From an optimization exercise on the open Yosys and OpenROAD flow, aimed at small area; shortcuts taken in it are not production practice.
Where RTL was checked, it was by simulation tests only, not by an equivalence proof against the original.
Function not checked in run 1: the RTL went through the layout flow alone.
Power and IR drop assume default switching activity.

$ cat flow/flow/run.sh
#!/bin/bash
# Standard layout with single-drive port buffers and a leaner clock tree.
export BUFFER_PORTS_ARGS="-buffer_cell sky130_fd_sc_hd__buf_1"
export CTS_ARGS="-sink_clustering_enable -repair_clock_nets -buf_list sky130_fd_sc_hd__clkbuf_4 -sink_clustering_size 10 -sink_clustering_max_diameter 50 -dont_use_dummy_load"
bash standard.sh > standard.log 2>&1
$ cat flow/standard.sh
#!/bin/bash
# synth_recipe.tcl (not shown) runs the flow's synth.tcl, then flattens the netlist and writes it again
# the make line also repeats each setting of config.mk as NAME=value (left out here)
make -C /OpenROAD-flow-scripts/flow DESIGN_CONFIG=/design/flow/config.mk WORK_HOME=/design/flow/orfs CLKGATE_MAP_FILE= SYNTH_SCRIPT=/design/flow/synth_recipe.tcl "${@:-finish}"
$ cat flow/config.mk
export PLATFORM = sky130hd
export DESIGN_NAME = ocr_sample_window
export DESIGN_NICKNAME = ocr_sample_window
export VERILOG_FILES = /design/flow/design.v
export SDC_FILE = /design/flow/constraint.sdc
export NUM_CORES = 4
export LEC_CHECK = 0
export CAP_MARGIN = 20
export CORE_MARGIN = 2
export CORE_UTILIZATION = 40
export SLEW_MARGIN = 20
$ cat flow/constraint.sdc
create_clock -name core_clock -period 10.0 [get_ports {clk_master}]
set_input_delay 2.0000 -clock core_clock [delete_from_list [all_inputs] [get_ports {clk_master}]]
set_output_delay 2.0000 -clock core_clock [all_outputs]
set_load 0.01 [all_outputs]
$ cat flow/design.v
package ocr_pkg;
    localparam int DATA_W             = 16;
    localparam int WIN_LOG2           = 4;
    localparam int WIN                = 1 << WIN_LOG2;
    localparam int SQ_W               = 32;
    localparam int ACC_W              = 36;
    localparam int DEFAULT_SAMPLE_DIV = 125000;
    typedef enum logic {
        FILL = 1'b0,
        RUN  = 1'b1
    } ocr_state_t;
endpackage
module ocr_sample_strobe_gen
#(
    parameter int SAMPLE_DIV = ocr_pkg::DEFAULT_SAMPLE_DIV,
    parameter int CNT_W      = $clog2(SAMPLE_DIV)
) (
    input  logic             clk_master,
    input  logic             reset_n,
    output logic             sample_stb,
    output logic [CNT_W-1:0] cnt
);
    localparam logic [CNT_W-1:0] CNT_LAST = CNT_W'(SAMPLE_DIV - 1);
    always_ff @(posedge clk_master or negedge reset_n) begin
        if (!reset_n) begin
            cnt <= '0;
        end else if (cnt == CNT_LAST) begin
            cnt <= '0;
        end else begin
            cnt <= cnt + CNT_W'(1);
        end
    end
    assign sample_stb = (cnt == CNT_LAST);
endmodule
module ocr_sample_window
#(
    parameter int SAMPLE_DIV = ocr_pkg::DEFAULT_SAMPLE_DIV
) (
    input  logic              clk_master,
    input  logic              reset_n,
    input  logic [ocr_pkg::DATA_W-1:0] adc_data_in,
    input  logic [ocr_pkg::DATA_W-1:0] I_p,
    output logic              sample_stb,
    output logic              ms_valid,
    output logic [ocr_pkg::SQ_W-1:0]   ms_out,
    output logic              over_pickup,
    output logic              window_full
    ,
    output logic [ocr_pkg::DATA_W-1:0] peak_out
);
    localparam int DATA_W = ocr_pkg::DATA_W;
    localparam int CNT_W  = $clog2(SAMPLE_DIV);
    localparam int ACC_N  = 40;    
    localparam int C_IP0   = 8;
    localparam int C_VALID = 40;
    logic [CNT_W-1:0] cnt;
    ocr_sample_strobe_gen #(
        .SAMPLE_DIV (SAMPLE_DIV),
        .CNT_W      (CNT_W)
    ) u_strobe_gen (
        .clk_master (clk_master),
        .reset_n    (reset_n),
        .sample_stb (sample_stb),
        .cnt        (cnt)
    );
    logic       early;           
    logic [6:0] lo;
    assign early = (cnt[CNT_W-1:7] == '0);
    assign lo    = cnt[6:0];
    logic [3:0] fc;      
    logic       seen;    
    logic       wf;      
    always_ff @(posedge clk_master or negedge reset_n) begin
        if (!reset_n) begin
            fc   <= '0;
            seen <= 1'b0;
            wf   <= 1'b0;
        end else begin
            if (sample_stb) begin
                fc   <= fc + 4'd1;
                seen <= 1'b1;
            end
            if (early && lo == 7'(C_VALID - 1) && seen && fc == 4'd0) begin
                wf <= 1'b1;
            end
        end
    end
    assign window_full = wf;
    assign ms_valid    = wf && early && (lo == 7'(C_VALID));
    logic [DATA_W-1:0] ring [16];
    logic [DATA_W-1:0] xr;
    logic [3:0]        wslot;    
    logic              ins, ld_old;
    assign wslot  = {fc[3] ^ fc[0], fc[2:0]};
    assign ins    = early && (lo[6:4] == 3'd0) && (lo[3:0] == wslot);
    assign ld_old = early && (lo[6:4] == 3'd1) && (lo[3:0] == wslot);
    always_ff @(posedge clk_master) begin
        ring[0] <= ins ? xr : ring[15];
        for (int i = 1; i < 16; i++) begin
            ring[i] <= ring[i-1];
        end
        if (sample_stb) begin
            xr <= adc_data_in;
        end else if (ld_old) begin
            xr <= ring[14];
        end
    end
    logic [ACC_N-1:0] acc;
    logic             creg;
    logic             row_en, mbit;
    logic             inv, clr;
    logic [16:0]      add_b, add_s;
    logic [17:0]      add_c;
    logic             wrap;
    assign row_en = early && ((lo[6:4] == 3'd0) || (wf && lo[6:4] == 3'd5));
    assign mbit   = xr[lo[3:0]];
    assign inv    = wf && early && (lo >= 7'd40) && (lo < 7'd120);
    assign clr    = !seen && early && (lo >= 7'd40) && (lo < 7'd80);
    always_comb begin
        add_b[15:0] = xr & {DATA_W{row_en && mbit}};
        add_b[16]   = creg;
        add_c[0]    = 1'b0;
        for (int i = 0; i < 17; i++) begin
            add_s[i]   = acc[i] ^ add_b[i] ^ add_c[i];
            add_c[i+1] = (acc[i] & add_b[i]) | (acc[i] & add_c[i]) | (add_b[i] & add_c[i]);
        end
    end
    assign wrap = (add_s[0] ^ inv) & ~clr;
    always_ff @(posedge clk_master) begin
        acc[15:0]       <= add_s[16:1];
        acc[ACC_N-2:16] <= acc[ACC_N-1:17];
        acc[ACC_N-1]    <= wrap;
        creg            <= add_c[17] & ~clr;
    end
    assign ms_out = acc[35:4];
    logic [DATA_W-1:0] rb;
    logic [DATA_W-1:0] rb_b, rb_s;
    logic [DATA_W:0]   rb_c;
    logic              ip_row, ip_bit, gt, gt_in, sum_bit, prod_bit;
    assign ip_row = early && (lo >= 7'(C_IP0)) && (lo < 7'(C_IP0 + 16));
    assign ip_bit = I_p[4'(lo[3:0] - 4'(C_IP0))];
    always_comb begin
        rb_b    = I_p & {DATA_W{ip_row && ip_bit}};
        rb_c[0] = 1'b0;
        for (int i = 0; i < DATA_W; i++) begin
            rb_s[i]   = rb[i] ^ rb_b[i] ^ rb_c[i];
            rb_c[i+1] = (rb[i] & rb_b[i]) | (rb[i] & rb_c[i]) | (rb_b[i] & rb_c[i]);
        end
    end
    always_ff @(posedge clk_master) begin
        rb <= {rb_c[DATA_W], rb_s[DATA_W-1:1]};
    end
    assign prod_bit = rb_s[0];
    assign sum_bit  = acc[36];
    assign gt_in    = gt && !(early && lo == 7'(C_IP0));
    always_ff @(posedge clk_master) begin
        gt <= (sum_bit & ~prod_bit) | (~(sum_bit ^ prod_bit) & gt_in);
    end
    assign over_pickup = gt;
    logic pk_en, pk_force;
    assign pk_en    = early && (lo[6:4] == 3'd1) && (fc == 4'd0);
    assign pk_force = (lo[3:0] == 4'd0);
    always_ff @(posedge clk_master) begin
        if (pk_en && (pk_force || ring[15] > peak_out)) begin
            peak_out <= ring[15];
        end
    end
endmodule
==> results.cfg, run 1 <==
[run_status]
status = complete, no violations

[drt]
ant_nets = 0
drc_errors = 0
vias = 5413
wire_per_inst_um = 14.6
avgViaCountPerCell = 4.53
drt_wl_total_um = 17400
drtPass1Iterations = 4
drt_iter0_markers = 280

[floorplan]
start_util_pct = 40.7
coreArea_um2 = 26900
ios = 86
rows = 60
die_h_um = 169
die_w_um = 169
dieArea_um2 = 28700

[logic_synthesis]
ys_ff_latch = 369
synth_common_cells = dfxtp_1 (314), nand2_1 (69), inv_1 (38), buf_4 (32), edfxtp_1 (32)
synthTopCellsByArea = dfxtp_1 (57%), edfxtp_1 (8.8%), fa_1 (5.7%)
syn-num-nets = 860
yosys.area.top_type = dfxtp_1
ys_warn_count = 3
syn_area_um2 = 10900
ys.flop_type = dfxtp_1
synth_edf_count = 32
synth.most_common_cell = dfxtp_1
synth_cell_types = 49
synth-seq-area-share_pct = 71.5
postSynthCellCount = 772
yosysTopAreaCellShare_pct = 57.5
async_flop_share_pct = 6.23
synth_area_per_cell_um2 = 14.2

[sta]
setup_tns_ns = 0
setup_viol = 0
layout_min_cycle_time_ns = 8.84
max_freq_mhz = 113
hold_viol_final = 0
rsz0062_at_grt = no
fin_worst_skew_ns = 0.0874
slew_viol_final = 0
tightest_slew_ns = 0.974
min_period_over_period_pct = 88.4
slew_headroom_pct = 35.1

[placement]
portBuffers = 85
dpl.hpwl_um = 11900
placed_cells = 1149
gp_congestion = 0.780

[clock_network]
cts_resized = 0
hold_buffers = 0
cts_sinks = 369
clkLatencyLatePin_ns = 0.67
clockBufferDepth = 3
cts_buffers = 45
post-cts-setup-buffers = 0
cts_tree = built
ctsRootBufferMaster = clkbuf_4
clk_pin_slew_worst_paths_ns = 0.10
htree_levels = 2

[global_route]
grt_max_degree = 29
grt_pass1_wl_um = 27400
antenna_found_initial = 1
met1_usage_pct = 16.9
gr-usage-all-layers_pct = 12.4
overflow = 0
groute.layer.met2.usage_pct = 18.6
first_global_vias = 5298
use_met3_pct = 3.80
top_usage_layer = met2

[setup_path]
cp.required_ns = 10.56
startpoint_type = primary input
arrival_ns = 9.40
path_class = in2reg
worst-path-max-fanout = 16
end_kind = register

[power_and_ir_drop]
vdd_drop_max_mv = 0.0841
p_leak_nw = 4.91
pwr_density_cell_nw_per_um2 = 182

[cells_and_area]
drive_above_1_share_pct = 9.26
nets = 943
final_cells = 1196
area_growth_pct = 7.23
fill_cells = 2509

[run]
cap_violations = 0

[min_path]
hold_path.class = reg2reg
cell type report:
class                   count  area [µm²]  area share [%]
clock buffers              45         338            2.88
multi-input cells         311        2640            22.5
inverters                  38         143            1.22
diodes                      2        5.00          0.0427
flip-flops and latches    369        7820            66.7
repair buffers             90         357            3.04
well taps                 341         427            3.64
flip-flops by register name, summed over array words and instances, names as in the netlist:
signal            count
acc                  40
creg                  1
fc                    4
gt                    1
peak_out             16
rb                   16
ring                256
seen                  1
u_strobe_gen.cnt     17
wf                    1
xr                   16
per-stage QoR:
step	worst slack, ns	area [µm²]	power (mW)	hold WS (ns)	util, %
after floorplan	1.08	10900	1.53	0.310	-
after global placement	0.659	11400	1.54	0.311	42.4
after detailed placement	0.517	11400	1.54	0.312	42.4
after CTS	1.19	11700	2.18	0.261	43.6
after global routing	0.828	11700	2.24	0.259	43.6
final	1.16	11700	2.14	0.274	43.6
cells in the final DEF (no fill, tap or decap), drive strengths merged, types with 17 or more instances in the layout:
cell type and n:
nor2 17, dfxtp 314, mux2 17, nand2 69, and3 19, nor4 17, clkbuf 45, nand2b 21
ha 23, dfrtp 23, edfxtp 32, buf 90, inv 38, fa 31
worst max-delay path, stage by stage:
cell     delay, ns
buf_1         0.08
mux4_2        0.47
mux2i_1       0.18
o22ai_1       0.29
and3_1        0.29
ha_1          0.18
fa_1          0.38
fa_1          0.39
fa_1          0.38
fa_1          0.38
fa_1          0.38
fa_1          0.39
fa_1          0.38
fa_1          0.38
fa_1          0.39
fa_1          0.39
fa_1          0.38
fa_1          0.39
fa_1          0.38
fa_1          0.36
inv_1         0.07
fa_1          0.40
inv_1         0.06
path summary, 6_finish.rpt:
kind                                                from                             to  slack (ns)  cells past startpoint
max in group asynchronous                        reset_n  u_strobe_gen.cnt[8]$_DFF_PN0_        8.38                      2
min in group asynchronous                        reset_n  u_strobe_gen.cnt[4]$_DFF_PN0_        1.32                      2
max reg2reg                u_strobe_gen.cnt[1]$_DFF_PN0_                acc[15]$_DFF_P_        1.42                     26
min reg2reg                           ring[4][6]$_DFF_P_             ring[5][6]$_DFF_P_        0.27                      0
min                                   ring[4][6]$_DFF_P_             ring[5][6]$_DFF_P_        0.27                      0
max                                              I_p[15]                 rb[14]$_DFF_P_        1.16                     23
power by group:
| group | internal, mW | switching [mW] |
|---|---|---|
| Combinational | 0.00593 | 0.00836 |
| Sequential | 1.49 | 0.000781 |
| Clock | 0.208 | 0.427 |
| Total | 1.70 | 0.437 |
metal layers:
| layer | vias up | share of wire [%] |
|---|---|---|
| met5 | - | 0 |
| met4 | 0 | 2.6 |
| met3 | 42 | 5.3 |
| met2 | 94 | 43 |
| met1 | 2602 | 49 |
| li1 | 2675 | - |
kinds of logic after synthesis:
| logic type | Yosys count | share of synthesized area [%] |
|---|---|---|
| flops | 369 | 71.5 |
| simple gates | 181 | 8.54 |
| fa+ha+maj | 54 | 8.30 |
| buf+inv | 92 | 4.43 |
| mux | 28 | 4.01 |
| xor+xnor | 20 | 1.60 |
| compound gates | 28 | 1.61 |
==> run 2, diff against run 1 <==
--- a/flow/design.v
+++ b/flow/design.v
@@ -24,13 +24,18 @@
     always_ff @(posedge clk_master or negedge reset_n) begin
         if (!reset_n) begin
             cnt <= '0;
-        end else if (cnt == CNT_LAST) begin
+        end else if (sample_stb) begin
             cnt <= '0;
         end else begin
             cnt <= cnt + CNT_W'(1);
         end
     end
-    assign sample_stb = (cnt == CNT_LAST);
+    always_comb begin
+        sample_stb = 1'b1;
+        for (int i = 0; i < CNT_W; i++) begin
+            if (CNT_LAST[i]) sample_stb = sample_stb & cnt[i];
+        end
+    end
 endmodule
 module ocr_sample_window
 #(
@@ -157,11 +162,19 @@
         gt <= (sum_bit & ~prod_bit) | (~(sum_bit ^ prod_bit) & gt_in);
     end
     assign over_pickup = gt;
-    logic pk_en, pk_force;
+    logic        pk_en, pk_force;
+    logic [16:0] pk_c;       
+    always_comb begin
+        pk_c[0] = 1'b0;
+        for (int i = 0; i < DATA_W; i++) begin
+            pk_c[i+1] = (ring[15][i] & ~peak_out[i]) | (ring[15][i] & pk_c[i])
+                      | (~peak_out[i] & pk_c[i]);
+        end
+    end
     assign pk_en    = early && (lo[6:4] == 3'd1) && (fc == 4'd0);
     assign pk_force = (lo[3:0] == 4'd0);
     always_ff @(posedge clk_master) begin
-        if (pk_en && (pk_force || ring[15] > peak_out)) begin
+        if (pk_en && (pk_force || pk_c[16])) begin
             peak_out <= ring[15];
         end
     end
==> flow/flow/run.sh (replaced) <==
#!/bin/bash
# Standard layout with single-drive port buffers and a leaner clock tree.
export BUFFER_PORTS_ARGS="-buffer_cell sky130_fd_sc_hd__buf_1"
export CTS_ARGS="-sink_clustering_enable -repair_clock_nets -buf_list sky130_fd_sc_hd__clkbuf_8 -sink_clustering_size 18 -sink_clustering_max_diameter 70 -dont_use_dummy_load"
bash standard.sh > standard.log 2>&1
--- a/flow/config.mk
+++ b/flow/config.mk
@@ -7,5 +7,6 @@
 export LEC_CHECK = 0
 export CAP_MARGIN = 20
 export CORE_MARGIN = 2
-export CORE_UTILIZATION = 40
+export CORE_UTILIZATION = 60
+export PLACE_DENSITY = 0.85
 export SLEW_MARGIN = 20
==> run 2 against run 1 <==
  * Clock power shrank 4.1%
  * Non-clock buffer count is 1 higher
  * Critical endpoint is now acc[15]$_DFF_P_
  * Die area shrank 34%
  * Sequential share of layout area up 2.5 points
  * Total power shrank 1.3%
  * Final area is 3.7% lower
  * Final cell count decreased by 14%
  * Largest power group unchanged
  * Still clean on timing, DRC and antenna
  * Wire length is 6.6% lower
==> results.cfg, run 2 <==
[global_route]
grt_max_degree = 31
antenna_found_initial = 0
gr-usage-all-layers_pct = 18.3
first_global_vias = 5192
overflow = 0
grt_pass1_wl_um = 26400

[cells_and_area]
fill_cells = 1262
top_register = ring
reg_top3 = ring x256, acc x40, u_strobe_gen.cnt x17
drive_above_1_share_pct = 7.05
mostFrequentLayoutCell = dfxtp_1
n_antenna_cell = 0
area_growth_pct = 6.28
layout_common_cells = dfxtp_1 (314), buf_1 (85), nand2_1 (69)
nets = 884
largest_reg_flops = 256

[floorplan]
rows = 48
ios = 86
die_h_um = 137
start_util_pct = 61.5
dieArea_um2 = 18800
coreArea_um2 = 17300
die_w_um = 137

[logic_synthesis]
synth_area_per_cell_um2 = 14.3
syn_area_um2 = 10600
synth_edf_count = 32
synth_common_cells = dfxtp_1 (314), nand2_1 (69), inv_1 (36)
ys_ff_latch = 369
async_flop_share_pct = 6.23
synth.most_common_cell = dfxtp_1
syn-num-nets = 815
yosys.area.top_type = dfxtp_1
ys.flop_type = dfxtp_1
yosysTopAreaCellShare_pct = 59.1
postSynthCellCount = 742
synth-seq-area-share_pct = 73.6
synth_cell_types = 51
ys_warn_count = 3
synthTopCellsByArea = dfxtp_1 (59%), edfxtp_1 (9.0%), fa_1 (5.8%)

[clock_network]
clkLatencyLatePin_ns = 0.56
cts_tree = built
cts_resized = 0
clockBufferDepth = 3
clk_pin_slew_worst_paths_ns = 0.11
htree_levels = 1
cts_buffers = 24
ctsRootBufferMaster = clkbuf_8
hold_buffers = 0
cts_sinks = 369
post-cts-setup-buffers = 0

[setup_path]
path_class = reg2reg
crit_buf_inv = 4
worst-path-max-fanout = 16
end_kind = register
arrival_ns = 9.54
cp.required_ns = 10.46
startpoint_type = register
slowest_delay_ns = 0.81
crit_family = adder cells
crit_top_cell = fa_1
cp_slowest_cell = dfrtp_1

[sta]
fin_worst_skew_ns = 0.0638
setup_tns_ns = 0
min_period_over_period_pct = 90.9
setup_viol = 0
hold_viol_final = 0
tightest_slew_ns = 0.834
layout_min_cycle_time_ns = 9.09
max_freq_mhz = 110
slew_viol_final = 0
rsz0062_at_grt = no
slew_headroom_pct = 44.3

[drt]
drc_errors = 0
ant_nets = 0
vias = 5163
avgViaCountPerCell = 4.99
drt_wl_total_um = 16300
drt_iter0_markers = 322
wire_per_inst_um = 15.8
drtPass1Iterations = 5

[power_and_ir_drop]
p_leak_nw = 4.54
total_power_mw = 2.11
vdd_drop_max_mv = 0.126
pwr_density_cell_nw_per_um2 = 187

[placement]
dpl.hpwl_um = 11400
portBuffers = 85
gp_congestion = 0.825

[run_status]
status = complete, no violations

[min_path]
hold_path.class = reg2reg

[run]
cap_violations = 0
run 2: cell types whose count changed after synthesis, sizes merged, moves of 5 or more:
cell    previous run  this run
nand2b            21         5
clkbuf            16         9
or3                0         5
and2               3        32
and3              19         7
nor4              17         2
xnor2             13         7
o21ai              7        20
ha                23         8
run 2: stage by stage:
stage	worst slack, ns	instances	util (%)	cell area [µm²]	hold slack (ns)
floorplan	0.921	742	-	10600	0.310
global placement	0.621	1010	63.4	11000	0.310
detailed placement	0.424	1010	63.4	11000	0.312
CTS	0.888	1034	65.3	11300	0.290
global route	0.539	1034	65.3	11300	0.289
finish	0.910	1034	65.3	11300	0.293
run 2: cells by family after synthesis:
kind of cell / after synthesis / share of synthesized area [%]
AND/OR/NAND/NOR: 162 / 7.67
AO/OA/AOI/OAI: 46 / 2.65
XOR/XNOR: 13 / 1.07
flip-flops: 369 / 73.6
buffers and inverters: 85 / 4.26
adder cells (fa/ha/maj): 40 / 6.87
multiplexers: 27 / 3.90
run 2: worst register-to-register path: stages (launching register included):
cell	delay, ns
dfrtp_1	0.81
mux4_1	0.70
mux4_2	0.48
and4bb_4	0.28
and2_1	0.18
ha_1	0.19
fa_1	0.35
inv_1	0.07
fa_1	0.17
inv_1	0.05
fa_1	0.37
fa_1	0.40
fa_1	0.39
fa_1	0.40
fa_1	0.40
fa_1	0.41
fa_1	0.41
fa_1	0.40
fa_1	0.41
fa_1	0.40
fa_1	0.40
fa_1	0.39
fa_1	0.38
inv_1	0.09
fa_1	0.40
inv_1	0.05
run 2: per-layer routing:
layer,vias up,GRT usage [%],routed length [µm]
met5,-,0,0
met4,0,5.56,453
met3,35,3.37,798
met2,125,30.3,7720
met1,2504,24.6,7320
li1,2499,-,-
run 2: final timing paths:
kind | from | to | slack, ns | depth (start not counted)
hold reg to reg | ring[3][12]$_DFF_P_ | ring[4][12]$_DFF_P_ | 0.29 | 0
max in group asynchronous | reset_n | u_strobe_gen.cnt[10]$_DFF_PN0_ | 8.30 | 2
hold / removal | ring[3][12]$_DFF_P_ | ring[4][12]$_DFF_P_ | 0.29 | 0
setup / recovery | u_strobe_gen.cnt[0]$_DFF_PN0_ | acc[15]$_DFF_P_ | 0.91 | 25
setup reg to reg | u_strobe_gen.cnt[0]$_DFF_PN0_ | acc[15]$_DFF_P_ | 0.91 | 25
min in group asynchronous | reset_n | u_strobe_gen.cnt[5]$_DFF_PN0_ | 1.41 | 2
run 2: final cells by class:
cell class / instances / area (µm²) / area share (%)
flip-flops and latches: 369 / 7820 / 69.2
well taps: 225 / 282 / 2.49
multi-input cells: 288 / 2360 / 20.9
inverters: 37 / 139 / 1.23
clock buffers: 24 / 330 / 2.92
repair buffers: 91 / 364 / 3.22
run 2: report_power, final:
part / switching, mW / internal (mW) / total [mW]
Sequential: 0.000723 / 1.49 / 1.49
Clock: 0.393 / 0.216 / 0.609
Combinational: 0.00677 / 0.00622 / 0.0130
==> run 3, diff against run 2 <==
==> flow/flow/run.sh (replaced) <==
#!/bin/bash
# Standard layout with single-drive port buffers, a leaner clock tree and
# combinational cells downsized after synthesis.
set -e
export BUFFER_PORTS_ARGS="-buffer_cell sky130_fd_sc_hd__buf_1"
export CTS_ARGS="-sink_clustering_enable -repair_clock_nets -buf_list sky130_fd_sc_hd__clkbuf_8 -sink_clustering_size 18 -sink_clustering_max_diameter 70 -dont_use_dummy_load"
bash standard.sh synth > synth.log 2>&1
openroad -no_init -exit flow/downsize.tcl > downsize.log 2>&1
bash standard.sh > standard.log 2>&1
==> flow/flow/downsize.tcl (new file) <==
# Swap every combinational cell of the synthesized netlist to its smallest
# drive strength; later repair steps upsize where timing or slew needs it.
read_db orfs/results/sky130hd/ocr_sample_window/base/1_synth.odb
set db [ord::get_db]
set block [[$db getChip] getBlock]
set n 0
foreach inst [$block getInsts] {
  set name [[$inst getMaster] getName]
  if {[regexp {^sky130_fd_sc_hd__(df|edf|sdf|sedf|dl|conb|tap|fill|decap)} $name]} { continue }
  if {[regexp {^(sky130_fd_sc_hd__\w+_)(\d+)$} $name -> base k] && $k > 1} {
    set m [$db findMaster ${base}1]
    if {$m != "NULL"} {
      $inst swapMaster $m
      incr n
    }
  }
}
puts "downsized $n instances"
write_db orfs/results/sky130hd/ocr_sample_window/base/1_synth.odb
==> run 3 against run 2 <==
  * Non-clock buffer count up 1
  * Synthesized area down 1.1%
  * Synthesized cell count unchanged
  * First-iteration DRC count down 18%
  * Register-to-register slack better by 0.19 ns
  * Clock-buffer cell count unchanged
  * Critical endpoint is now rb[14]$_DFF_P_
  * Still clean on timing, DRC and antenna
  * Clock skew down 0.038 ns
  * Largest power group unchanged
  * Critical path depth down 1
==> results.cfg, run 3 <==
[global_route]
first_global_vias = 5250
grt_max_degree = 35
grt_pass1_wl_um = 26500
gr-usage-all-layers_pct = 18.7
overflow = 0
antenna_found_initial = 0

[sta]
setup_viol = 0
layout_min_cycle_time_ns = 9.07
max_freq_mhz = 110
slew_viol_final = 0
tightest_slew_ns = 0.842
fin_worst_skew_ns = 0.0261
rsz0062_at_grt = no
hold_viol_final = 0
min_period_over_period_pct = 90.7
setup_tns_ns = 0
setup_slack_ns = 0.926
slew_headroom_pct = 43.7

[cells_and_area]
nets = 885
area_growth_pct = 7.70
mostFrequentLayoutCell = dfxtp_1
fill_cells = 1184
drive_above_1_share_pct = 3.95
largest_reg_flops = 256
fin_area_um2 = 11300
reg_top3 = ring x256, acc x40, u_strobe_gen.cnt x17
layout_common_cells = dfxtp_1 (314), buf_1 (85), nand2_1 (69)
top_register = ring
n_antenna_cell = 0

[placement]
dpl.hpwl_um = 11700
gp_congestion = 0.817
placed_area_um2 = 11000
place_ws_ns = 0.356
portBuffers = 85

[setup_path]
path_class = in2reg
crit_family = adder cells
reg2reg_slack_ns = 1.10
crit_path_cell_trace = buf_1 -> mux4_1 -> o211ai_1 -> o21ai_0 -> and3_1 -> and2_1 -> ha_1 -> fa_1 -> fa_1 -> fa_1 -> fa_1 -> fa_1 -> fa_1 -> fa_1 -> fa_1 -> fa_1 -> fa_1 -> fa_1 -> fa_1 -> fa_1 -> fa_1 -> inv_1 -> fa_1 -> inv_1
worst-path-max-fanout = 16
r2r_start = u_strobe_gen.cnt[0]$_DFF_PN0_
worstRegToRegCells = 26
crit_top_cell = fa_1
r2r_end = acc[15]$_DFF_P_
crit_buf_inv = 3
startpoint_type = primary input
cp_slowest_cell = mux4_1
cp.required_ns = 10.49
end_kind = register
slowest_delay_ns = 0.48
arrival_ns = 9.57

[drt]
wire_per_inst_um = 16.0
avgViaCountPerCell = 4.95
drc_errors = 0
ant_nets = 0
drt_wl_total_um = 16600
drt_iter0_markers = 264
drtPass1Iterations = 4
vias = 5119

[floorplan]
start_util_pct = 61.0
die_w_um = 136
coreArea_um2 = 17200
rows = 48
dieArea_um2 = 18600
ios = 86
die_h_um = 136

[clock_network]
cts_sinks = 369
hold_buffers = 0
ctsRootBufferMaster = clkbuf_8
clkLatencyLatePin_ns = 0.54
clockBufferDepth = 3
cts_tree = built
clk_pin_slew_worst_paths_ns = 0.10
post-cts-setup-buffers = 0
cts_buffers = 24
htree_levels = 1
cts_resized = 0

[logic_synthesis]
syn-num-nets = 815
ys_warn_count = 3
syn_area_um2 = 10500
synth_area_per_cell_um2 = 14.2
postSynthCellCount = 742

[power_and_ir_drop]
vdd_drop_max_mv = 0.115
pwr_density_cell_nw_per_um2 = 187
p_leak_nw = 4.57

[min_path]
hold_depth = 0
hp-start = ring[9][13]$_DFF_P_
holdPathEnd = ring[10][13]$_DFF_P_
hold_path.class = reg2reg

[run]
cap_violations = 0

[run_status]
status = complete, no violations
[run 3: through the flow]
step | hold slack (ns) | util [%] | power (mW) | std cells
2_1_floorplan | 0.310 | - | 1.53 | 742
3_3_place_gp | 0.310 | 63.8 | 1.54 | 1011
3_5_place_dp | 0.312 | 63.8 | 1.54 | 1011
4_1_cts | 0.311 | 65.7 | 2.13 | 1035
5_1_grt | 0.320 | 65.7 | 2.18 | 1035
6_report | 0.314 | 65.7 | 2.11 | 1035
[run 3: power breakdown]
part | switching (mW) | internal [mW]
Sequential | 0.000756 | 1.49
Combinational | 0.00712 | 0.00595
Clock | 0.392 | 0.217
[run 3: area by class of cell]
cell class                 count  area [µm²]  area share (%)
tap                          225         282            2.49
timing repair buffer          92         372            3.28
multi-input combinational    288        2380            21.0
inverter                      37         139            1.23
sequential                   369        7820            69.1
clock buffer                  24         330            2.92
[run 3: metal layers]
layer  part of all wire (%)  vias up  track usage [%]
li1                       -     2499                -
met1                     45     2470             24.7
met2                     47      115             31.1
met3                    4.5       35             3.28
met4                    3.6        0             6.83
met5                      0        -                0
[run 3: worst max-delay path by stage]
stage	to	start	cells after the start	slack, ns
2_1_floorplan	rb[14]$_DFF_P_	I_p[5]	23	0.89
3_3_place_gp	rb[14]$_DFF_P_	I_p[5]	24	0.60
3_5_place_dp	rb[14]$_DFF_P_	I_p[5]	24	0.36
4_1_cts	rb[14]$_DFF_P_	I_p[5]	24	0.94
5_1_grt	rb[14]$_DFF_P_	I_p[5]	24	0.59
6_report	rb[14]$_DFF_P_	I_p[5]	24	0.93
==> run 4, diff against run 3 <==
==> flow/flow/downsize.tcl (replaced) <==
# Swap every combinational cell of the synthesized netlist to the smallest-area
# drive strength of the same function; later repair steps upsize where timing
# or slew needs it. Registers keep the cells synthesis gave them.
read_db orfs/results/sky130hd/ocr_sample_window/base/1_synth.odb
set db [ord::get_db]
set block [[$db getChip] getBlock]
set best [dict create]
foreach lib [$db getLibs] {
  foreach m [$lib getMasters] {
    set name [$m getName]
    if {![regexp {^(sky130_fd_sc_hd__\w+)_(\d+)$} $name -> base k]} { continue }
    if {[regexp {lpflow|probe} $name]} { continue }
    set a [expr {[$m getWidth] * [$m getHeight]}]
    if {![dict exists $best $base] || $a < [lindex [dict get $best $base] 1]} {
      dict set best $base [list $m $a]
    }
  }
}
set n 0
foreach inst [$block getInsts] {
  set name [[$inst getMaster] getName]
  if {[regexp {^sky130_fd_sc_hd__(df|edf|sdf|sedf|dl|conb|tap|fill|decap)} $name]} { continue }
  if {![regexp {^(sky130_fd_sc_hd__\w+)_(\d+)$} $name -> base k]} { continue }
  if {![dict exists $best $base]} { continue }
  set m [lindex [dict get $best $base] 0]
  if {[$m getName] ne $name} {
    $inst swapMaster $m
    incr n
  }
}
puts "resized $n instances"
write_db orfs/results/sky130hd/ocr_sample_window/base/1_synth.odb
==> run 4 against run 3 <==
  * Clock skew grew 0.0073 ns
  * Global-route usage shrank 0.37 points
  * Die area shrank 0.31%
  * Sequential power is essentially flat
  * Fmax grew 0.99%
  * Core utilization is essentially flat
  * Final area shrank 0.36%
  * Sequential share of layout area grew 0.25 points
  * Wire length shrank 2.0%
  * Critical path type unchanged
  * Largest cell class unchanged
  * Highest routed layer unchanged
==> results.cfg, run 4 <==
[run_status]
status = complete, no violations

[clock_network]
clkLatencyLatePin_ns = 0.56
cts_sinks = 369
hold_buffers = 0
cts_tree = built
post-cts-setup-buffers = 0
cts_resized = 0
clockBufferDepth = 3
htree_levels = 1
clk_pin_slew_worst_paths_ns = 0.10
ctsRootBufferMaster = clkbuf_8
cts_buffers = 24

[setup_path]
crit_start = I_p[6]
cp.required_ns = 10.50
reg2reg_slack_ns = 1.02
startpoint_type = primary input
worstRegToRegCells = 25
path_class = in2reg
r2r_end = acc[15]$_DFF_P_
worst-path-max-fanout = 16
end_kind = register
arrival_ns = 9.49
r2r_start = u_strobe_gen.cnt[0]$_DFF_PN0_
endpoint = rb[14]$_DFF_P_

[cells_and_area]
nets = 884
largest_reg_flops = 256
drive_above_1_share_pct = 4.94
fill_cells = 1276
fin_area_um2 = 11300
n_antenna_cell = 0
top_register = ring
area_growth_pct = 7.65
final_cells = 1034
reg_top3 = ring x256, acc x40, u_strobe_gen.cnt x17
mostFrequentLayoutCell = dfxtp_1
multi_input_area_um2 = 2340
regArea_um2 = 7820
layout_common_cells = dfxtp_1 (314), buf_1 (85), nand2_1 (69)

[drt]
vias = 5117
wire_per_inst_um = 15.7
avgViaCountPerCell = 4.95
ant_nets = 0
drt_iter0_markers = 243
drc_errors = 0
drt_wl_total_um = 16300
drtPass1Iterations = 7

[placement]
placed_cells = 1010
dpl.hpwl_um = 11400
placed_area_um2 = 10900
portBuffers = 85
gp_congestion = 0.833

[power_and_ir_drop]
p_leak_nw = 4.52
pwr_density_cell_nw_per_um2 = 188
vdd_drop_max_mv = 0.141

[floorplan]
rows = 48
coreArea_um2 = 17200
start_util_pct = 61.0
ios = 86
dieArea_um2 = 18500
die_w_um = 136
die_h_um = 136

[sta]
layout_min_cycle_time_ns = 8.99
setup_tns_ns = 0
finalHoldWorstSlack_ns = 0.312
fin_worst_skew_ns = 0.0334
rsz0062_at_grt = no
hold_viol_final = 0
slew_headroom_pct = 37.7
slew_viol_final = 0
setup_viol = 0
tightest_slew_ns = 0.928
max_freq_mhz = 111
min_period_over_period_pct = 89.9

[logic_synthesis]
postSynthCellCount = 742
ys_warn_count = 3
syn_area_um2 = 10500
synth_area_per_cell_um2 = 14.1
syn-num-nets = 815

[global_route]
antenna_found_initial = 0
grt_pass1_wl_um = 26200
overflow = 0
grt_max_degree = 24
gr-usage-all-layers_pct = 18.3
first_global_vias = 5176

[min_path]
hold_path.class = reg2reg

[run]
cap_violations = 0
==> run 4: changes by cell type in the layout (fill, tap and decap cells not counted), sizes merged <==
cell / before / now
buf: 92 / 91
==> run 4: stage by stage <==
stage	util, %	power (mW)	setup WS (ns)
2_1_floorplan	-	1.53	0.915
5_1_grt	65.7	2.20	0.610
3_5_place_dp	63.7	1.54	0.406
3_3_place_gp	63.7	1.54	0.606
4_1_cts	65.7	2.15	0.963
6_report	65.7	2.12	1.01
==> run 4: area by class of cell <==
class | instances | share of cell area (%)
clock buffers | 24 | 2.93
inverters | 37 | 1.23
flip-flops and latches | 369 | 69.4
repair buffers | 91 | 3.23
well taps | 225 | 2.50
multi-input cells | 288 | 20.8
==> run 4: worst min path at each step <==
stage / from / end / slack (ns) / depth (start not counted)
after floorplan: acc[37]$_DFF_P_ / acc[36]$_DFF_P_ / 0.31 / 0
after global placement: ring[9][5]$_DFF_P_ / ring[10][5]$_DFF_P_ / 0.31 / 0
after detailed placement: ring[10][2]$_DFF_P_ / ring[11][2]$_DFF_P_ / 0.31 / 0
after CTS: ring[2][14]$_DFF_P_ / ring[3][14]$_DFF_P_ / 0.32 / 0
after global routing: ring[14][14]$_DFF_P_ / ring[15][14]$_DFF_P_ / 0.32 / 0
final: ring[2][14]$_DFF_P_ / ring[3][14]$_DFF_P_ / 0.31 / 0
==> run 4: power by group <==
part	total (mW)	switching (mW)	leakage, nW	internal [mW]
Combinational	0.0132	0.00727	1.29	0.00598
Clock	0.622	0.405	0.173	0.217
Sequential	1.49	0.000774	3.06	1.49
==> run 4: worst max-delay path, stage by stage <==
cell	delay, ns
buf_1	0.09
mux4_2	0.45
o211ai_1	0.17
o21ai_0	0.10
and3_1	0.36
and2_0	0.22
ha_1	0.18
fa_1	0.38
fa_1	0.39
fa_1	0.39
fa_1	0.39
fa_1	0.38
fa_1	0.38
fa_1	0.39
fa_1	0.40
fa_1	0.39
fa_1	0.38
fa_1	0.39
fa_1	0.39
fa_1	0.39
fa_1	0.36
inv_1	0.07
fa_1	0.40
inv_1	0.06
==> run 4: per-layer routing <==
layer  track usage [%]  share of wire [%]  up-vias
met5                 0                  0        -
met4              8.04                3.5        0
met3              3.62                5.3       37
met2              28.4                 45      132
met1              25.2                 46     2458
li1                  -                  -     2490
==> run 5, diff against run 4 <==
--- a/flow/design.v
+++ b/flow/design.v
@@ -98,7 +98,7 @@
     logic              ins, ld_old;
     assign wslot  = {fc[3] ^ fc[0], fc[2:0]};
     assign ins    = early && (lo[6:4] == 3'd0) && (lo[3:0] == wslot);
-    assign ld_old = early && (lo[6:4] == 3'd1) && (lo[3:0] == wslot);
+    assign ld_old = (lo[6:4] == 3'd1) && (lo[3:0] == wslot);
     always_ff @(posedge clk_master) begin
         ring[0] <= ins ? xr : ring[15];
         for (int i = 1; i < 16; i++) begin
@@ -142,7 +142,7 @@
     logic [DATA_W-1:0] rb_b, rb_s;
     logic [DATA_W:0]   rb_c;
     logic              ip_row, ip_bit, gt, gt_in, sum_bit, prod_bit;
-    assign ip_row = early && (lo >= 7'(C_IP0)) && (lo < 7'(C_IP0 + 16));
+    assign ip_row = (lo >= 7'(C_IP0)) && (lo < 7'(C_IP0 + 16));
     assign ip_bit = I_p[4'(lo[3:0] - 4'(C_IP0))];
     always_comb begin
         rb_b    = I_p & {DATA_W{ip_row && ip_bit}};
@@ -157,7 +157,7 @@
     end
     assign prod_bit = rb_s[0];
     assign sum_bit  = acc[36];
-    assign gt_in    = gt && !(early && lo == 7'(C_IP0));
+    assign gt_in    = gt && (lo != 7'(C_IP0));
     always_ff @(posedge clk_master) begin
         gt <= (sum_bit & ~prod_bit) | (~(sum_bit ^ prod_bit) & gt_in);
     end
==> run 5 against run 4 <==
  * Clock skew increased by 0.00072 ns
  * Highest routed layer unchanged
  * Register-to-register slack got worse by 0.21 ns
  * Core utilization decreased by 0.14 points
  * Largest power group unchanged
  * Still clean
  * Sequential power about the same
  * Sequential cell count stayed put
  * Worst setup slack got worse by 0.21 ns
  * Non-clock buffer count shrank 2
==> results.cfg, run 5 <==
[drt]
drt_wl_total_um = 17000
avgViaCountPerCell = 5.03
drtPass1Iterations = 4
wire_per_inst_um = 16.5
drt_iter0_markers = 267
vias = 5171
ant_nets = 0
drc_errors = 0

[logic_synthesis]
synth_area_per_cell_um2 = 14.1
syn_area_um2 = 10500
ys_warn_count = 3
syn-num-nets = 812
postSynthCellCount = 739

[setup_path]
crit_family = adder cells
worst-path-max-fanout = 16
end_kind = register
path_class = reg2reg
cp_slowest_cell = dfrtp_1
r2r_start = u_strobe_gen.cnt[0]$_DFF_PN0_
slowest_delay_ns = 0.83
cp.required_ns = 10.49
r2r_end = acc[15]$_DFF_P_
reg2reg_slack_ns = 0.81
crit_buf_inv = 4
crit_top_cell = fa_1
arrival_ns = 9.69
startpoint_type = register
worstRegToRegCells = 25

[run_status]
status = complete, no violations

[cells_and_area]
drive_above_1_share_pct = 4.61
area_growth_pct = 7.65
postLayoutCoreUtil_pct = 65.5
top_register = ring
nets = 878
mostFrequentLayoutCell = dfxtp_1
layout_common_cells = dfxtp_1 (314), buf_1 (85), nand2_1 (70)
largest_reg_flops = 256
reg_top3 = ring x256, acc x40, u_strobe_gen.cnt x17

[sta]
slew_viol_final = 0
tightest_slew_ns = 0.969
layout_min_cycle_time_ns = 9.19
finalHoldWorstSlack_ns = 0.310
hold_viol_final = 0
min_period_over_period_pct = 91.9
setup_viol = 0
slew_headroom_pct = 35.2
setup_tns_ns = 0
rsz0062_at_grt = no
max_freq_mhz = 109
fin_worst_skew_ns = 0.0341

[clock_network]
clk_pin_slew_worst_paths_ns = 0.12
cts_buffers = 24
htree_levels = 1
clkLatencyLatePin_ns = 0.55
cts_tree = built
hold_buffers = 0
cts_resized = 0
post-cts-setup-buffers = 0
clockBufferDepth = 3
cts_sinks = 369
ctsRootBufferMaster = clkbuf_8

[power_and_ir_drop]
p_leak_nw = 4.59
vdd_drop_max_mv = 0.160
pwr_density_cell_nw_per_um2 = 189
total_power_mw = 2.12

[placement]
portBuffers = 85
dpl.hpwl_um = 12100
gp_congestion = 0.822

[floorplan]
start_util_pct = 60.9
die_h_um = 136
rows = 48
ios = 86
coreArea_um2 = 17200
dieArea_um2 = 18500
die_w_um = 136

[global_route]
antenna_found_initial = 0
gr-usage-all-layers_pct = 18.7
first_global_vias = 5228
grt_pass1_wl_um = 26500
overflow = 0
grt_max_degree = 35

[min_path]
hp-start = ring[6][15]$_DFF_P_
hold_depth = 0
hold_path.class = reg2reg
holdPathEnd = ring[7][15]$_DFF_P_

[run]
cap_violations = 0
[run 5: worst reg2reg max path: stages (launching register included)]
cell and delay, ns:
dfrtp_1 0.83, mux4_2 0.60, mux4_2 0.48, and3_1 0.33, and2_0 0.23, ha_1 0.20, fa_1 0.36, inv_1 0.07
fa_1 0.18, inv_1 0.06, fa_1 0.37, fa_1 0.42, fa_1 0.42, fa_1 0.45, fa_1 0.42, fa_1 0.40
fa_1 0.40, fa_1 0.41, fa_1 0.43, fa_1 0.41, fa_1 0.39, fa_1 0.39, fa_1 0.37, inv_1 0.08
fa_1 0.40, inv_1 0.06
[run 5: how the worst max path moves through the flow]
stage          slack (ns)               to                           from  depth (start not counted)
2_1_floorplan        0.95   rb[14]$_DFF_P_                        I_p[11]                         22
3_3_place_gp         0.66   rb[14]$_DFF_P_                         I_p[3]                         23
3_5_place_dp         0.44   rb[14]$_DFF_P_                        I_p[11]                         23
4_1_cts              0.72  acc[15]$_DFF_P_  u_strobe_gen.cnt[0]$_DFF_PN0_                         25
5_1_grt              0.48  acc[15]$_DFF_P_  u_strobe_gen.cnt[0]$_DFF_PN0_                         25
6_report             0.81  acc[15]$_DFF_P_  u_strobe_gen.cnt[0]$_DFF_PN0_                         25
[run 5: power breakdown]
group	switching [mW]	internal, mW	total [mW]
Clock	0.403	0.217	0.620
Sequential	0.000628	1.49	1.49
Combinational	0.00802	0.00615	0.0142
Total	0.412	1.71	2.12
[run 5: final cells by class]
class,count,area [µm²]
Sequential cell,369,7820
Fill cell,1249,5920
Multi-Input combinational cell,284,2310
Timing Repair Buffer,89,369
Clock buffer,24,330
Tap cell,225,282
Inverter,37,139
Antenna cell,1,2.50
[run 5: per-stage QoR]
stage / instances / worst slack, ns / area, µm²
floorplan: 739 / 0.947 / 10500
global placement: 1003 / 0.663 / 10900
detailed placement: 1003 / 0.441 / 10900
CTS: 1027 / 0.716 / 11200
global route: 1028 / 0.475 / 11300
finish: 1029 / 0.806 / 11300
[run 5: layer usage]
layer / up-vias / wire, µm / track usage, %
met1: 2514 / 7800 / 26.1
li1: 2485 / - / -
met4: 0 / 524 / 6.02
met5: - / 0 / 0
met3: 35 / 814 / 3.24
met2: 137 / 7860 / 30.2
==> run 6, diff against run 5 <==
==> flow/flow/run.sh (replaced) <==
#!/bin/bash
# Standard synthesis, its combinational logic re-mapped for area, cells
# downsized, single-drive port buffers and a leaner clock tree.
set -e
export BUFFER_PORTS_ARGS="-buffer_cell sky130_fd_sc_hd__buf_1"
export CTS_ARGS="-sink_clustering_enable -repair_clock_nets -buf_list sky130_fd_sc_hd__clkbuf_8 -sink_clustering_size 18 -sink_clustering_max_diameter 70 -dont_use_dummy_load"
bash standard.sh synth > synth.log 2>&1
bash flow/reopt.sh > reopt.log 2>&1
bash standard.sh synth > synth2.log 2>&1
openroad -no_init -exit flow/downsize.tcl > downsize.log 2>&1
bash standard.sh > standard.log 2>&1
==> flow/flow/area.abc (new file) <==
&get -n
&st
&dch -f
&nf -R 1000
&st
&dch -f
&nf -R 1000
&st
&dch -f
&nf -R 1000
&put
==> flow/flow/reopt.sh (new file) <==
#!/bin/bash
# Re-map the combinational logic of the standard synthesis netlist with an
# area-oriented ABC script. Register cells and their names are kept: the
# flip-flop cells are read as black boxes, everything else is flattened
# into gates and mapped again.
set -euo pipefail
R=orfs/results/sky130hd/ocr_sample_window/base
LIB=$FLOW_HOME/platforms/sky130hd/lib/sky130_fd_sc_hd__tt_025C_1v80.lib
FLOPS=$(grep -o "sky130_fd_sc_hd__[a-z]*df[a-z]*_[0-9]*" $LIB | sort -u | tr '\n' ' ')
DU=$(sed -n '/DONT_USE_CELLS/,/^$/p' $FLOW_HOME/platforms/sky130hd/config.mk | grep -o "sky130_fd_sc_hd__[a-z0-9_]*" | sed 's/^/-dont_use /' | tr '\n' ' ')
cp $R/1_2_yosys.v $R/1_2_yosys_std.v
yosys -q -p "read_liberty -ignore_miss_func $LIB; blackbox $FLOPS; read_verilog $R/1_2_yosys_std.v; hierarchy -top $FLOW_TOP; flatten; opt -purge; abc -liberty $LIB -script flow/area.abc $DU; opt_clean -purge; stat -liberty $LIB; write_verilog -noattr $R/1_2_yosys.v"
rm -f $R/1_synth.odb $R/1_synth.sdc
==> run 6 against run 5 <==
  * Final cell count up 8.3%
  * Clock power fell by 1%
  * Worst setup slack gained 2.1 ns
  * Still clean
  * Clock skew up 0.0099 ns
  * Die area down 2.1%
  * Synthesized cell count rose by 5.3%
  * Clock-buffer cell count unchanged
  * Register-to-register slack better by 2.1 ns
  * Sequential power about the same
  * Hold slack got worse by 0.019 ns
  * First-iteration DRC count grew 58%
==> results.cfg, run 6 <==
[sta]
layout_min_cycle_time_ns = 7.14
slew_headroom_pct = 37.5
fin_worst_skew_ns = 0.0440
rsz0062_at_grt = no
setup_viol = 0
tightest_slew_ns = 0.937
max_freq_mhz = 140
min_period_over_period_pct = 71.4
setup_tns_ns = 0
hold_viol_final = 0
slew_viol_final = 0

[clock_network]
cts_buffers = 24
htree_levels = 1
cts_sinks = 369
clockBufferDepth = 3
cts_resized = 0
clkLatencyLatePin_ns = 0.56
ctsRootBufferMaster = clkbuf_8
cts_tree = built
clk_pin_slew_worst_paths_ns = 0.11
post-cts-setup-buffers = 0
hold_buffers = 0

[power_and_ir_drop]
vdd_drop_max_mv = 0.168
p_leak_nw = 4.33
total_power_mw = 2.12
pwr_density_cell_nw_per_um2 = 189

[setup_path]
worst-path-max-fanout = 21
worstRegToRegCells = 29
reg2reg_slack_ns = 2.92
cp.required_ns = 10.42
path_class = in2reg
r2r_end = creg$_DFF_P_
startpoint_type = primary input
end_kind = register
arrival_ns = 7.56
r2r_start = u_strobe_gen.cnt[0]$_DFF_PN0_

[drt]
drt_iter0_markers = 423
drc_errors = 0
avgViaCountPerCell = 5.26
ant_nets = 0
drtPass1Iterations = 6
drt_wl_total_um = 17700
wire_per_inst_um = 15.9
vias = 5862

[floorplan]
ios = 86
die_w_um = 135
die_h_um = 135
rows = 47
dieArea_um2 = 18100
start_util_pct = 61.4
coreArea_um2 = 16600

[placement]
portBuffers = 85
gp_congestion = 0.891
placed_cells = 1090
dpl.hpwl_um = 12200
placed_area_um2 = 10900

[cells_and_area]
top_register = ring
nets = 930
largest_reg_flops = 256
area_growth_pct = 9.76
mostFrequentLayoutCell = dfxtp_1
layout_common_cells = dfxtp_1 (314), buf_1 (85), nor2_1 (76)
reg_top3 = ring x256, acc x40, u_strobe_gen.cnt x17
n_antenna_cell = 0
drive_above_1_share_pct = 3.91
final_cells = 1114
fin_area_um2 = 11200

[run]
cap_violations = 0

[logic_synthesis]
syn-num-nets = 812
synth_area_per_cell_um2 = 13.1
syn_area_um2 = 10200
ys_warn_count = 3
postSynthCellCount = 778

[min_path]
hp-start = ring[8][8]$_DFF_P_
hold_path.class = reg2reg
hold_depth = 0
holdPathEnd = ring[9][8]$_DFF_P_

[global_route]
antenna_found_initial = 0
gr-usage-all-layers_pct = 19.6
grt_pass1_wl_um = 27800
grt_max_degree = 29
overflow = 0
first_global_vias = 5601

[run_status]
status = complete, no violations
-- run 6: metal layers --
layer,wire (µm),track usage (%),vias up
met1,8080,26.7,2791
met2,8300,32.2,149
met5,0,0,-
met3,887,3.57,34
li1,-,-,2888
met4,414,6.08,0
-- run 6: final cells by class --
cell class	instances	area, µm²
sequential	369	7820
fill	1176	5420
multi-input combinational	385	2330
timing repair buffer	92	372
clock buffer	24	330
tap	220	275
inverter	24	90.1
-- run 6: power breakdown --
group / switching [mW] / internal, mW / leakage (nW)
registers: 0.000337 / 1.49 / 3.15
clock network: 0.398 / 0.217 / 0.173
logic: 0.00802 / 0.00543 / 1.01
-- run 6: per-stage QoR --
step	hold WS (ns)	utilization, %	setup WS, ns
after floorplan	0.310	-	2.20
after global placement	0.310	65.5	2.57
after detailed placement	0.312	65.5	2.33
after CTS	0.281	67.4	2.90
after global routing	0.291	67.4	2.11
final	0.290	67.4	2.86
-- run 6: critical path: stages --
cell,delay [ns]
buf_1,0.09
a22o_1,0.20
a221o_1,0.26
o2111ai_1,0.22
o31ai_2,0.10
buf_4,0.21
a31oi_1,0.25
a21oi_1,0.10
maj3_1,0.40
clkinv_1,0.06
maj3_1,0.19
maj3_1,0.21
o21ai_0,0.14
maj3_1,0.42
a21oi_1,0.20
o21ai_0,0.21
maj3_1,0.45
nor2_1,0.10
o21ai_0,0.13
maj3_1,0.42
maj3_1,0.38
nand2_1,0.08
nand2_1,0.07
and2_0,0.21
o21ai_0,0.21
nand2b_1,0.10
xor2_1,0.14
-- run 6: how the worst max path moves through the flow --
stage	from	endpoint	slack (ns)	depth (start not counted)
6_report	I_p[3]	rb[14]$_DFF_P_	2.86	27
5_1_grt	u_strobe_gen.cnt[0]$_DFF_PN0_	creg$_DFF_P_	2.11	30
4_1_cts	I_p[3]	rb[14]$_DFF_P_	2.90	27
3_5_place_dp	I_p[3]	rb[14]$_DFF_P_	2.33	27
3_3_place_gp	I_p[3]	rb[14]$_DFF_P_	2.57	27
2_1_floorplan	I_p[9]	rb[14]$_DFF_P_	2.20	25
==> run 7, diff against run 6 <==
==> flow/flow/area.abc (replaced) <==
strash
dc2
&get -n
&st
&dch -f
&nf -R 1000
&put
==> flow/flow/reopt.sh (replaced) <==
#!/bin/bash
# Re-map the combinational logic of the standard synthesis netlist with an
# area-oriented ABC script. Register cells and their names are kept: the
# flip-flop and adder cells are read as black boxes, everything else is flattened
# into gates and mapped again.
set -euo pipefail
R=orfs/results/sky130hd/ocr_sample_window/base
LIB=$FLOW_HOME/platforms/sky130hd/lib/sky130_fd_sc_hd__tt_025C_1v80.lib
# Registers and the full/half adder cells stay as synthesis mapped them.
KEEP="$(grep -o "sky130_fd_sc_hd__[a-z]*df[a-z]*_[0-9]*" $LIB | sort -u | tr '\n' ' ') $(grep -o "sky130_fd_sc_hd__[fh]a_[0-9]*" $LIB | sort -u | tr '\n' ' ')"
DU=$(sed -n '/DONT_USE_CELLS/,/^$/p' $FLOW_HOME/platforms/sky130hd/config.mk | grep -o "sky130_fd_sc_hd__[a-z0-9_]*" | sed 's/^/-dont_use /' | tr '\n' ' ')
cp $R/1_2_yosys.v $R/1_2_yosys_std.v
yosys -q -p "read_liberty -ignore_miss_func $LIB; blackbox $KEEP; read_verilog $R/1_2_yosys_std.v; hierarchy -top $FLOW_TOP; flatten; opt -purge; abc -liberty $LIB -script flow/area.abc $DU; opt_clean -purge; stat -liberty $LIB; write_verilog -noattr $R/1_2_yosys.v"
rm -f $R/1_synth.odb $R/1_synth.sdc
==> run 7 against run 6 <==
  * Global-route usage fell by 0.58 points
  * Worst setup slack worse by 1.9 ns
  * Fmax is 21% lower
  * Clock power down 0.8%
  * Clock-buffer cell count did not move
  * First-iteration DRC count fell by 35%
  * Final cell count fell by 8.2%
  * Non-clock buffer count down 1
  * Hold slack better by 0.0030 ns
  * Register-to-register slack got worse by 1.7 ns
  * Wire length is 6.4% lower
  * Critical path type unchanged
  * Highest routed layer unchanged
==> results.cfg, run 7 <==
[run_status]
status = complete, no violations

[global_route]
antenna_found_initial = 0
first_global_vias = 5371
gr-usage-all-layers_pct = 19.0
grt_pass1_wl_um = 26600
overflow = 0
grt_max_degree = 33

[sta]
layout_min_cycle_time_ns = 9.03
min_period_over_period_pct = 90.3
hold_viol_final = 0
slew_viol_final = 0
rsz0062_at_grt = no
setup_tns_ns = 0
setup_viol = 0
slew_headroom_pct = 34.7
tightest_slew_ns = 0.976
max_freq_mhz = 111
fin_worst_skew_ns = 0.0575
setup_slack_ns = 0.970

[floorplan]
start_util_pct = 61.4
die_h_um = 134
ios = 86
rows = 47
dieArea_um2 = 18000
die_w_um = 134
coreArea_um2 = 16600

[drt]
drtPass1Iterations = 4
avgViaCountPerCell = 5.10
ant_nets = 0
drc_errors = 0
drt_iter0_markers = 276
drt_wl_total_um = 16500
vias = 5218
wire_per_inst_um = 16.2

[clock_network]
hold_buffers = 0
ctsRootBufferMaster = clkbuf_8
post-cts-setup-buffers = 0
cts_tree = built
cts_sinks = 369
clkLatencyLatePin_ns = 0.56
clk_pin_slew_worst_paths_ns = 0.10
cts_resized = 0
clockBufferDepth = 3
cts_buffers = 24
htree_levels = 1

[setup_path]
startpoint_type = primary input
path_class = in2reg
worst-path-max-fanout = 16
cp.required_ns = 10.47
end_kind = register
arrival_ns = 9.50
reg2reg_slack_ns = 1.25

[placement]
placed_area_um2 = 10800
place_ws_ns = 0.442
gp_congestion = 0.859
portBuffers = 85
dpl.hpwl_um = 11400
placed_cells = 999

[cells_and_area]
top_register = ring
final_cells = 1023
fill_cells = 1184
reg_top3 = ring x256, acc x40, u_strobe_gen.cnt x17
area_growth_pct = 9.67
drive_above_1_share_pct = 5.11
nets = 878
mostFrequentLayoutCell = dfxtp_1
multi_input_area_um2 = 2240
n_antenna_cell = 0
fin_area_um2 = 11200
regArea_um2 = 7820
postLayoutCoreUtil_pct = 67.3
layout_common_cells = dfxtp_1 (314), buf_1 (85), nand2_1 (68)
largest_reg_flops = 256

[power_and_ir_drop]
p_leak_nw = 4.45
pwr_density_cell_nw_per_um2 = 189
vdd_drop_max_mv = 0.141

[logic_synthesis]
ys_warn_count = 3
postSynthCellCount = 688
syn-num-nets = 761
syn_area_um2 = 10200
synth_area_per_cell_um2 = 14.8

[run]
cap_violations = 0

[min_path]
hold_path.class = reg2reg
run 7: cell types whose count changed in the layout (fill, tap and decap cells not counted), moves of 11 or more:
cell / delta
nand2_1: +28
nor2_1: -61
a21oi_1: -24
maj3_1: -13
clkinv_1: +13
fa_1: +31
xnor2_1: -37
and2_0: +11
run 7: final cells by class:
class                   count  share of cell area (%)
multi-input cells         282                    20.0
clock buffers              24                    2.96
flip-flops and latches    369                    70.1
repair buffers             91                    3.26
inverters                  37                    1.24
well taps                 220                    2.46
run 7: critical path, stage by stage:
cell      delay (ns)
buf_1           0.08
mux4_2          0.47
a22o_1          0.24
a21o_1          0.30
and3_1          0.24
ha_1            0.19
fa_1            0.38
fa_1            0.39
fa_1            0.39
fa_1            0.38
fa_1            0.39
fa_1            0.39
fa_1            0.41
fa_1            0.40
fa_1            0.40
fa_1            0.39
fa_1            0.39
fa_1            0.39
fa_1            0.39
fa_1            0.37
clkinv_1        0.06
fa_1            0.41
clkinv_1        0.05
run 7: routing by layer:
layer	vias up	track usage (%)	wire, µm	share of wire [%]
met1	2519	26.4	7520	45
met4	0	7.66	600	3.6
met3	37	3.63	932	5.6
met2	147	29.8	7490	45
li1	2515	-	-	-
met5	-	0	0	0
run 7: worst paths after layout:
path | start | end | cells past startpoint
min in group asynchronous | reset_n | fc[1]$_DFFE_PN0P_ | 2
worst max-delay path | I_p[15] | rb[14]$_DFF_P_ | 23
worst max register to register | u_strobe_gen.cnt[0]$_DFF_PN0_ | acc[15]$_DFF_P_ | 28
max in group asynchronous | reset_n | u_strobe_gen.cnt[12]$_DFF_PN0_ | 2
worst min register to register | ring[2][7]$_DFF_P_ | ring[3][7]$_DFF_P_ | 0
worst min-delay path | ring[2][7]$_DFF_P_ | ring[3][7]$_DFF_P_ | 0
run 7: per-stage QoR:
| stage | power, mW | hold slack, ns |
|---|---|---|
| finish | 2.11 | 0.293 |
| global route | 2.19 | 0.290 |
| CTS | 2.14 | 0.289 |
| detailed placement | 1.54 | 0.312 |
| global placement | 1.54 | 0.310 |
| floorplan | 1.53 | 0.310 |
run 7: report_power, final:
group,switching (mW),internal (mW)
sequential,0.000778,1.49
clock,0.393,0.216
combinational,0.00796,0.00625
total,0.401,1.71
==> run 8, diff against run 7 <==
==> flow/flow/run.sh (replaced) <==
#!/bin/bash
# Standard synthesis, its combinational logic re-mapped for area, cells
# downsized, single-drive port buffers and a leaner clock tree.
set -e
export BUFFER_PORTS_ARGS="-buffer_cell sky130_fd_sc_hd__buf_1"
export CTS_ARGS="-sink_clustering_enable -repair_clock_nets -buf_list {sky130_fd_sc_hd__clkbuf_2 sky130_fd_sc_hd__clkbuf_4} -sink_clustering_size 10 -sink_clustering_max_diameter 35 -dont_use_dummy_load"
bash standard.sh synth > synth.log 2>&1
bash flow/reopt.sh > reopt.log 2>&1
bash standard.sh synth > synth2.log 2>&1
openroad -no_init -exit flow/downsize.tcl > downsize.log 2>&1
bash standard.sh > standard.log 2>&1
==> run 8 against run 7 <==
  * Die area is the same
  * Clock skew grew 0.022 ns
  * Non-clock buffer count is the same
  * Sequential share of layout area is essentially flat
  * Sequential power is essentially flat
  * Largest cell class unchanged
==> results.cfg, run 8 <==
[run_status]
status = complete, no violations

[global_route]
gr-usage-all-layers_pct = 19.6
grt_pass1_wl_um = 27200
grt_max_degree = 33
antenna_found_initial = 0
first_global_vias = 5572
overflow = 0

[floorplan]
die_h_um = 134
rows = 47
die_w_um = 134
start_util_pct = 61.4
ios = 86
dieArea_um2 = 18000
coreArea_um2 = 16600

[power_and_ir_drop]
p_leak_nw = 4.49
power_frac_clock_pct = 29.2
switching_share_pct = 19.8
pwr-share-comb_pct = 0.7
vdd_drop_max_mv = 0.137
p_int_mw = 1.70
pwr_density_cell_nw_per_um2 = 190
power.switching_mw = 0.421
power_frac_seq_pct = 70.1

[drt]
ant_nets = 0
drt_wl_total_um = 16900
wire_per_inst_um = 16.2
drtPass1Iterations = 4
vias = 5368
drt_iter0_markers = 298
avgViaCountPerCell = 5.14
drc_errors = 0

[sta]
max_freq_mhz = 112
rsz0062_at_grt = no
slew_headroom_pct = 33.3
finalHoldWorstSlack_ns = 0.270
setup_tns_ns = 0
setup_slack_ns = 1.08
fin_worst_skew_ns = 0.0798
layout_min_cycle_time_ns = 8.92
hold_viol_final = 0
slew_viol_final = 0
tightest_slew_ns = 0.997
setup_viol = 0
min_period_over_period_pct = 89.2

[cells_and_area]
n_antenna_cell = 0
area_growth_pct = 9.74
drive_above_1_share_pct = 7.52
top_register = ring
reg_top3 = ring x256, acc x40, u_strobe_gen.cnt x17
mostFrequentLayoutCell = dfxtp_1
fill_cells = 1200
largest_reg_flops = 256
layout_common_cells = dfxtp_1 (314), buf_1 (85), nand2_1 (68)
regArea_um2 = 7820
nets = 899
multi_input_area_um2 = 2240

[clock_network]
hold_buffers = 0
clk_pin_slew_worst_paths_ns = 0.09
clkLatencyLatePin_ns = 0.68
clockBufferDepth = 3
post-cts-setup-buffers = 0
cts_resized = 0
htree_levels = 2
ctsRootBufferMaster = clkbuf_4
cts_buffers = 45
cts_tree = built
cts_sinks = 369

[logic_synthesis]
synth_area_per_cell_um2 = 14.8
syn_area_um2 = 10200
postSynthCellCount = 688
ys_warn_count = 3
syn-num-nets = 761

[setup_path]
worst-path-max-fanout = 16
slowest_delay_ns = 0.47
startpoint_type = primary input
crit_top_cell = fa_1
cp_slowest_cell = mux4_2
crit_path_cell_trace = buf_1 -> mux4_2 -> a22o_1 -> a21o_1 -> and3_1 -> ha_1 -> fa_1 -> fa_1 -> fa_1 -> fa_1 -> fa_1 -> fa_1 -> fa_1 -> fa_1 -> fa_1 -> fa_1 -> fa_1 -> fa_1 -> fa_1 -> fa_1 -> clkinv_1 -> fa_1 -> clkinv_1
end_kind = register
crit_family = adder cells
cp.required_ns = 10.57
arrival_ns = 9.49
crit_buf_inv = 3
path_class = in2reg

[run]
cap_violations = 0

[placement]
portBuffers = 85
place_ws_ns = 0.442
gp_congestion = 0.859
dpl.hpwl_um = 11400

[min_path]
hold_path.class = reg2reg
-- run 8: path summary, 6_finish.rpt --
check	startpoint	to	slack [ns]	cells after the start
hold reg to reg	ring[3][5]$_DFF_P_	ring[4][5]$_DFF_P_	0.27	0
max in group asynchronous	reset_n	u_strobe_gen.cnt[11]$_DFF_PN0_	8.38	2
setup reg to reg	u_strobe_gen.cnt[0]$_DFF_PN0_	acc[15]$_DFF_P_	1.25	28
hold / removal	ring[3][5]$_DFF_P_	ring[4][5]$_DFF_P_	0.27	0
setup / recovery	I_p[15]	rb[14]$_DFF_P_	1.08	23
min in group asynchronous	reset_n	u_strobe_gen.cnt[1]$_DFF_PN0_	1.31	2
-- run 8: metal layers --
layer | vias up | wire length, µm | track usage [%]
li1 | 2574 | - | -
met1 | 2583 | 7630 | 26.3
met2 | 168 | 7600 | 30.2
met3 | 43 | 1090 | 4.57
met4 | 0 | 595 | 10.2
met5 | - | 0 | 0
-- run 8: final cells by class --
class	instances	area share, %
inverter	37	1.24
tap	220	2.46
sequential	369	70.0
clock buffer	45	3.02
timing repair buffer	91	3.26
multi-input combinational	282	20.0
-- run 8: per-stage QoR --
| stage | instances | utilization, % | total power, mW | cell area, µm² |
|---|---|---|---|---|
| after floorplan | 688 | - | 1.53 | 10200 |
| after global placement | 999 | 65.3 | 1.54 | 10800 |
| after detailed placement | 999 | 65.3 | 1.54 | 10800 |
| after CTS | 1044 | 67.4 | 2.15 | 11200 |
| after global routing | 1044 | 67.4 | 2.21 | 11200 |
| final | 1044 | 67.4 | 2.12 | 11200 |
-- run 8: power by group through the flow --
stage               combinational [mW]  clock [mW]  sequential, mW
global route                    0.0157       0.703            1.49
floorplan                      0.00347           0            1.52
global placement                0.0136           0            1.52
detailed placement              0.0142           0            1.52
CTS                             0.0144       0.644            1.49
finish                          0.0142       0.620            1.49

## what the ideal ports hide
Ports are ideal in the flow. The routed layouts listed here were re-timed in OpenROAD. Step 1: set_driving_cell puts a clkbuf_16 on clk_master and a buf_2 on each other input, an assumption about the parent block. Step 2 adds t to the input delays and takes it off the output delays; t is the mean of the earliest and latest rising clock arrival at the registers after step 1. Input paths then give back, and output paths get back, about the clock's delay inside the block. Three values: no drivers, after step 1, after step 2; two values: the first two.
run	shift t [ns]	slack for setup (ns)	worst setup path after step 2	latest minus earliest clock arrival (ns)	worst data-port slew with drivers (ns)
run 1	0.664	1.157 / 1.176 / 0.512	input to register	0.094 / 0.094	0.04
run 2	0.564	0.910 / 0.910 / 0.445	input to register	0.065 / 0.065	0.04
run 3	0.568	0.926 / 0.940 / 0.372	input to register	0.027 / 0.027	0.04
run 4	0.575	1.015 / 1.016 / 0.457	input to register	0.034 / 0.034	0.04
run 5	0.573	0.806 / 0.806 / 0.418	input to register	0.036 / 0.035	0.04
run 6	0.567	2.864 / 2.880 / 2.313	input to register	0.050 / 0.050	0.04
run 7	0.567	0.970 / 0.986 / 0.419	input to register	0.060 / 0.060	0.05
run 8	0.669	1.082 / 1.096 / 0.426	input to register	0.085 / 0.085	0.05
After both steps setup and hold are still met in every run listed. For run 8, which loses most, drivers alone change the setup slack by +0.014 ns; drivers and shift together by -0.656 ns.
